Source: an optimization exercise on an open RTL-to-GDS flow (aim: small area and a short achievable clock period). Production flows keep margins and buffers that such runs may drop. At most, simulation tests tie the RTL to the original design; equivalence was not proved. Power and IR drop assume default switching activity.

==> module hansen_icache_a21oi, before the edit <==
module hansen_icache_a21oi (input logic a1, a2, b, output logic y);
    assign y = !((a1 && a2) || b);
endmodule
==> module hansen_icache_a21o, before the edit <==
module hansen_icache_a21o (input logic a1, a2, b, output logic y);
    assign y = (a1 && a2) || b;
endmodule
==> module hansen_icache_rd8, before the edit <==
module hansen_icache_rd8 (
    input  logic [7:0] sel,
    input  logic [7:0] d,
    output logic       y
);
    assign y = |(sel & d);
endmodule
==> module hansen_icache_rdbit, before the edit <==
module hansen_icache_rdbit (
    input  logic [63:0] sel,
    input  logic [63:0] d,
    output logic        y
);
    logic [7:0] u;    
    logic [3:0] v;
    for (genvar k = 0; k < 8; k++) begin : g_u
        hansen_icache_rd8 u_u (.sel(sel[8*k+7:8*k]), .d(d[8*k+7:8*k]), .y(u[k]));
    end
    for (genvar n = 0; n < 4; n++) begin : g_v
        hansen_icache_nor2 u_v (.a(u[2*n]), .b(u[2*n+1]), .y(v[n]));
    end
    hansen_icache_nand4 u_y (.a(v[0]), .b(v[1]), .c(v[2]), .d(v[3]), .y(y));
endmodule
==> module hansen_icache_data, before the edit <==
module hansen_icache_data (
    input  logic        clk,
    input  logic [3:0]  rd_index,
    input  logic [1:0]  rd_offset,
    input  logic [23:0] rd_tag,
    input  logic [15:0] rd_valid,
    output logic [31:0] rd_data,
    output logic [1:0]  rd_miss,     
    input  logic        wr_en,
    input  logic [3:0]  wr_index,
    input  logic [1:0]  wr_offset,
    input  logic [31:0] wr_data,
    input  logic        tag_we,
    input  logic [23:0] wr_tag
);
    logic [31:0] data_mem [64];
    logic [23:0] tag_mem  [16];
    logic [63:0] word_sel [4];
    logic [15:0] vsel, line_hit_n;
    logic [3:0]  q;
    logic [3:0]  dec_w [4], dec_lo [4], dec_hi [4];
    for (genvar c = 0; c < 4; c++) begin : g_dec
        hansen_icache_dec2 u_dec_w  (.a(rd_offset),     .y(dec_w[c]));
        hansen_icache_dec2 u_dec_lo (.a(rd_index[1:0]), .y(dec_lo[c]));
        hansen_icache_dec2 u_dec_hi (.a(rd_index[3:2]), .y(dec_hi[c]));
        for (genvar i = 0; i < 16; i++) begin : g_sel
            for (genvar j = 0; j < 4; j++) begin : g_w
                hansen_icache_and3 u_wsel (.a(dec_w[c][j]), .b(dec_lo[c][i%4]), .c(dec_hi[c][i/4]),
                                           .y(word_sel[c][i*4+j]));
            end
        end
    end
    logic [3:0] vdec_lo, vdec_hi;
    hansen_icache_dec2 u_vdec_lo (.a(rd_index[1:0]), .y(vdec_lo));
    hansen_icache_dec2 u_vdec_hi (.a(rd_index[3:2]), .y(vdec_hi));
    for (genvar i = 0; i < 16; i++) begin : g_vsel
        hansen_icache_and3 u_vsel (.a(rd_valid[i]), .b(vdec_lo[i%4]), .c(vdec_hi[i/4]), .y(vsel[i]));
    end
    for (genvar b = 0; b < 32; b++) begin : g_rd
        logic [63:0] d;
        for (genvar w = 0; w < 64; w++) begin : g_d
            assign d[w] = data_mem[w][b];
        end
        hansen_icache_rdbit u_bit (.sel(word_sel[b/8]), .d(d), .y(rd_data[b]));
    end
    for (genvar i = 0; i < 16; i++) begin : g_tag
        hansen_icache_tagcmp u_cmp (.stored(tag_mem[i]), .tag(rd_tag), .vsel(vsel[i]), .y(line_hit_n[i]));
    end
    for (genvar k = 0; k < 4; k++) begin : g_q
        hansen_icache_nand4 u_q (.a(line_hit_n[4*k]), .b(line_hit_n[4*k+1]), .c(line_hit_n[4*k+2]),
                                 .d(line_hit_n[4*k+3]), .y(q[k]));
    end
    hansen_icache_nor2 u_miss0 (.a(q[0]), .b(q[1]), .y(rd_miss[0]));
    hansen_icache_nor2 u_miss1 (.a(q[2]), .b(q[3]), .y(rd_miss[1]));
    always_ff @(posedge clk) begin
        for (int i = 0; i < 16; i++) begin
            for (int j = 0; j < 4; j++)
                if (wr_en && wr_index == 4'(i) && wr_offset == 2'(j))
                    data_mem[i*4+j] <= wr_data;
            if (tag_we && wr_index == 4'(i))
                tag_mem[i] <= wr_tag;
        end
    end
endmodule
==> module hansen_icache, before the edit <==
module hansen_icache #(
    parameter int LINES      = 16,
    parameter int WORDS      = 4,
    parameter int MISS_CNT_W = 16
) (
    input  logic                  clk,
    input  logic                  reset_n,
    input  logic [31:0]           cpu_addr,
    output logic [31:0]           cpu_rdata,
    output logic                  cpu_hit,
    output logic                  cpu_stall,
    input  logic                  flush,
    output logic                  mem_req,
    output logic [31:0]           mem_addr,
    input  logic                  mem_ack,
    input  logic                  mem_rvalid,
    input  logic [31:0]           mem_rdata,
    output logic [MISS_CNT_W-1:0] miss_count
);
    logic        busy;
    logic [15:0] valid;
    logic [1:0]  beat;
    logic        flush_pending;
    logic [27:0] line_addr;
    logic [3:0]  fill_index;
    logic [1:0]  line_miss;
    logic        start_miss, filling, beat_wr, last_beat;
    logic [1:0]  unused_addr_bits;
    assign unused_addr_bits = cpu_addr[1:0];
    assign mem_addr   = {line_addr, 4'b0000};
    assign fill_index = line_addr[3:0];
    hansen_icache_a21oi u_hit   (.a1(line_miss[0]), .a2(line_miss[1]), .b(busy), .y(cpu_hit));
    hansen_icache_a21o  u_stall (.a1(line_miss[0]), .a2(line_miss[1]), .b(busy), .y(cpu_stall));
    assign start_miss = !busy && line_miss[0] && line_miss[1] && !flush;
    assign filling    = busy && !mem_req;
    assign beat_wr    = filling && mem_rvalid;
    assign last_beat  = beat_wr && (beat == 2'd3);
    hansen_icache_data u_data (
        .clk       (clk),
        .rd_index  (cpu_addr[7:4]),
        .rd_offset (cpu_addr[3:2]),
        .rd_tag    (cpu_addr[31:8]),
        .rd_valid  (valid),
        .rd_data   (cpu_rdata),
        .rd_miss   (line_miss),
        .wr_en     (beat_wr),
        .wr_index  (fill_index),
        .wr_offset (beat),
        .wr_data   (mem_rdata),
        .tag_we    (last_beat),
        .wr_tag    (line_addr[27:4])
    );
    always_ff @(posedge clk or negedge reset_n) begin
        if (!reset_n) begin
            busy          <= 1'b0;
            valid         <= '0;
            mem_req       <= 1'b0;
            line_addr     <= '0;
            beat          <= '0;
            miss_count    <= '0;
            flush_pending <= 1'b0;
        end else begin
            if (start_miss) begin
                busy      <= 1'b1;
                mem_req   <= 1'b1;
                line_addr <= cpu_addr[31:4];
                if (miss_count != '1)
                    miss_count <= miss_count + MISS_CNT_W'(1);
            end
            if (mem_req && mem_ack) begin
                mem_req <= 1'b0;
                beat    <= '0;
            end
            if (beat_wr)
                beat <= beat + 2'd1;
            if (last_beat) begin
                busy              <= 1'b0;
                valid[fill_index] <= !flush_pending;
                flush_pending     <= 1'b0;
            end
            if (flush)
                valid <= '0;
            if (flush && busy && !last_beat)
                flush_pending <= 1'b1;
        end
    end
endmodule
Settings: LEC_CHECK=0, CAP_MARGIN=30, CORE_MARGIN=2, CORE_UTILIZATION=60, PLACE_DENSITY=0.75, SETUP_SLACK_MARGIN=2.0, SLEW_MARGIN=30, SYNTH_HIERARCHICAL=1, SYNTH_MINIMUM_KEEP_SIZE=0; clock period 5.5 ns.
standard.sh (not shown) runs the stock make flow with config.mk's settings and CLKGATE_MAP_FILE= SYNTH_SCRIPT=/design/flow/synth_recipe.tcl, a recipe that flattens the netlist after the stock synthesis.
==> flow/flow/run.sh <==
#!/bin/bash
# Layout flow: the standard ORFS flow (standard.sh: its synthesis, floorplan, power grid and
# tap cells unchanged) with two settings it does not expose:
#  - clock tree synthesis clusters up to 24 flip-flops per clkbuf_16 leaf and adds no dummy
#    balancing loads;
#  - every input and output port gets a buf_2 port buffer (the resizer still upsizes the ones
#    on critical paths) instead of the default delay-cell-sized buffer.
# make's full output goes to flow_make.log here; each ORFS step also keeps its own log under
# orfs/logs/.
set -euo pipefail
CTS="-sink_clustering_enable -repair_clock_nets -sink_clustering_size 24"
CTS="$CTS -sink_clustering_max_diameter 60 -buf_list sky130_fd_sc_hd__clkbuf_16 -dont_use_dummy_load"
bash standard.sh "CTS_ARGS=$CTS" "BUFFER_PORTS_ARGS=-buffer_cell sky130_fd_sc_hd__buf_2" finish \
    > flow_make.log 2>&1
==> next run, changes <==
--- a/flow/design.v
+++ b/flow/design.v
@@ -6,4 +6,13 @@
     localparam int TAG_W    = 24;
 endpackage
+module hansen_icache_aoi222 (input logic a1, a2, b1, b2, c1, c2, output logic y);
+    assign y = !((a1 && a2) || (b1 && b2) || (c1 && c2));
+endmodule
+module hansen_icache_nand2 (input logic a, b, output logic y);
+    assign y = !(a && b);
+endmodule
+module hansen_icache_nand3 (input logic a, b, c, output logic y);
+    assign y = !(a && b && c);
+endmodule
 module hansen_icache_nand4 (input logic a, b, c, d, output logic y);
     assign y = !(a && b && c && d);
@@ -15,10 +24,4 @@
     assign y = !(a ^ b);
 endmodule
-module hansen_icache_a21oi (input logic a1, a2, b, output logic y);
-    assign y = !((a1 && a2) || b);
-endmodule
-module hansen_icache_a21o (input logic a1, a2, b, output logic y);
-    assign y = (a1 && a2) || b;
-endmodule
 module hansen_icache_and3 (input logic a, b, c, output logic y);
     assign y = a && b && c;
@@ -26,11 +29,4 @@
 module hansen_icache_dec2 (input logic [1:0] a, output logic [3:0] y);
     assign y = 4'b0001 << a;
-endmodule
-module hansen_icache_rd8 (
-    input  logic [7:0] sel,
-    input  logic [7:0] d,
-    output logic       y
-);
-    assign y = |(sel & d);
 endmodule
 module hansen_icache_rdbit (
@@ -39,13 +35,20 @@
     output logic        y
 );
-    logic [7:0] u;    
-    logic [3:0] v;
-    for (genvar k = 0; k < 8; k++) begin : g_u
-        hansen_icache_rd8 u_u (.sel(sel[8*k+7:8*k]), .d(d[8*k+7:8*k]), .y(u[k]));
-    end
-    for (genvar n = 0; n < 4; n++) begin : g_v
+    logic [21:0] t;    
+    logic [5:0]  u;    
+    logic [2:0]  v;
+    for (genvar k = 0; k < 21; k++) begin : g_t
+        hansen_icache_aoi222 u_t (.a1(sel[3*k]), .a2(d[3*k]), .b1(sel[3*k+1]), .b2(d[3*k+1]),
+                                  .c1(sel[3*k+2]), .c2(d[3*k+2]), .y(t[k]));
+    end
+    hansen_icache_nand2 u_t21 (.a(sel[63]), .b(d[63]), .y(t[21]));
+    for (genvar m = 0; m < 5; m++) begin : g_u
+        hansen_icache_nand4 u_u (.a(t[4*m]), .b(t[4*m+1]), .c(t[4*m+2]), .d(t[4*m+3]), .y(u[m]));
+    end
+    hansen_icache_nand2 u_u5 (.a(t[20]), .b(t[21]), .y(u[5]));
+    for (genvar n = 0; n < 3; n++) begin : g_v
         hansen_icache_nor2 u_v (.a(u[2*n]), .b(u[2*n+1]), .y(v[n]));
     end
-    hansen_icache_nand4 u_y (.a(v[0]), .b(v[1]), .c(v[2]), .d(v[3]), .y(y));
+    hansen_icache_nand3 u_y (.a(v[0]), .b(v[1]), .c(v[2]), .y(y));
 endmodule
 module hansen_icache_tagcmp (
@@ -101,9 +104,6 @@
         end
     end
-    logic [3:0] vdec_lo, vdec_hi;
-    hansen_icache_dec2 u_vdec_lo (.a(rd_index[1:0]), .y(vdec_lo));
-    hansen_icache_dec2 u_vdec_hi (.a(rd_index[3:2]), .y(vdec_hi));
     for (genvar i = 0; i < 16; i++) begin : g_vsel
-        hansen_icache_and3 u_vsel (.a(rd_valid[i]), .b(vdec_lo[i%4]), .c(vdec_hi[i/4]), .y(vsel[i]));
+        hansen_icache_and3 u_vsel (.a(rd_valid[i]), .b(dec_lo[0][i%4]), .c(dec_hi[0][i/4]), .y(vsel[i]));
     end
     for (genvar b = 0; b < 32; b++) begin : g_rd
@@ -164,6 +164,6 @@
     assign mem_addr   = {line_addr, 4'b0000};
     assign fill_index = line_addr[3:0];
-    hansen_icache_a21oi u_hit   (.a1(line_miss[0]), .a2(line_miss[1]), .b(busy), .y(cpu_hit));
-    hansen_icache_a21o  u_stall (.a1(line_miss[0]), .a2(line_miss[1]), .b(busy), .y(cpu_stall));
+    assign cpu_hit    = !(busy || (line_miss[0] && line_miss[1]));
+    assign cpu_stall  = !cpu_hit;
     assign start_miss = !busy && line_miss[0] && line_miss[1] && !flush;
     assign filling    = busy && !mem_req;
Result: The changed run passed the timing, DRC and antenna checks; count of clock-buffer cells in the layout goes up by 1; die area goes down by 1.7%; non-clock buffer count goes down by 9; routed wire length shrinks by 2.5%; sequential share of layout area went up by 2.0 points; worst setup slack degrades by 0.0052 ns; flip-flop and latch count stays the same; total power went up by 0.86%.
No functional check of the RTL was part of the first run of this note.

-- static timing again, ports no longer ideal --
The flow's constraints put no driver on any port. The routed layouts listed below were extracted and timed again, unchanged, in two steps.
Step 1 assumes that a clkbuf_16 drives the clock port and a buf_2 every other input.
Step 2 times the ports against the registers' clock, not the clock port: input delays grow and output delays shrink by t, the midpoint of the rising clock arrivals with the driver on.
Slacks: ideal / step 1 / step 2; pairs: ideal / step 1.
run | t, ns | slack for setup (ns) | worst slew at a driven data input, ns
the first run | 0.849 | 1.160 / 0.879 / 0.879 | 0.43
the second run | 0.850 | 1.155 / 0.848 / 0.848 | 0.36
After both steps setup and hold are still met in every run listed. For the second run, which loses most, drivers alone change the setup slack by -0.307 ns; drivers and shift together by -0.307 ns.
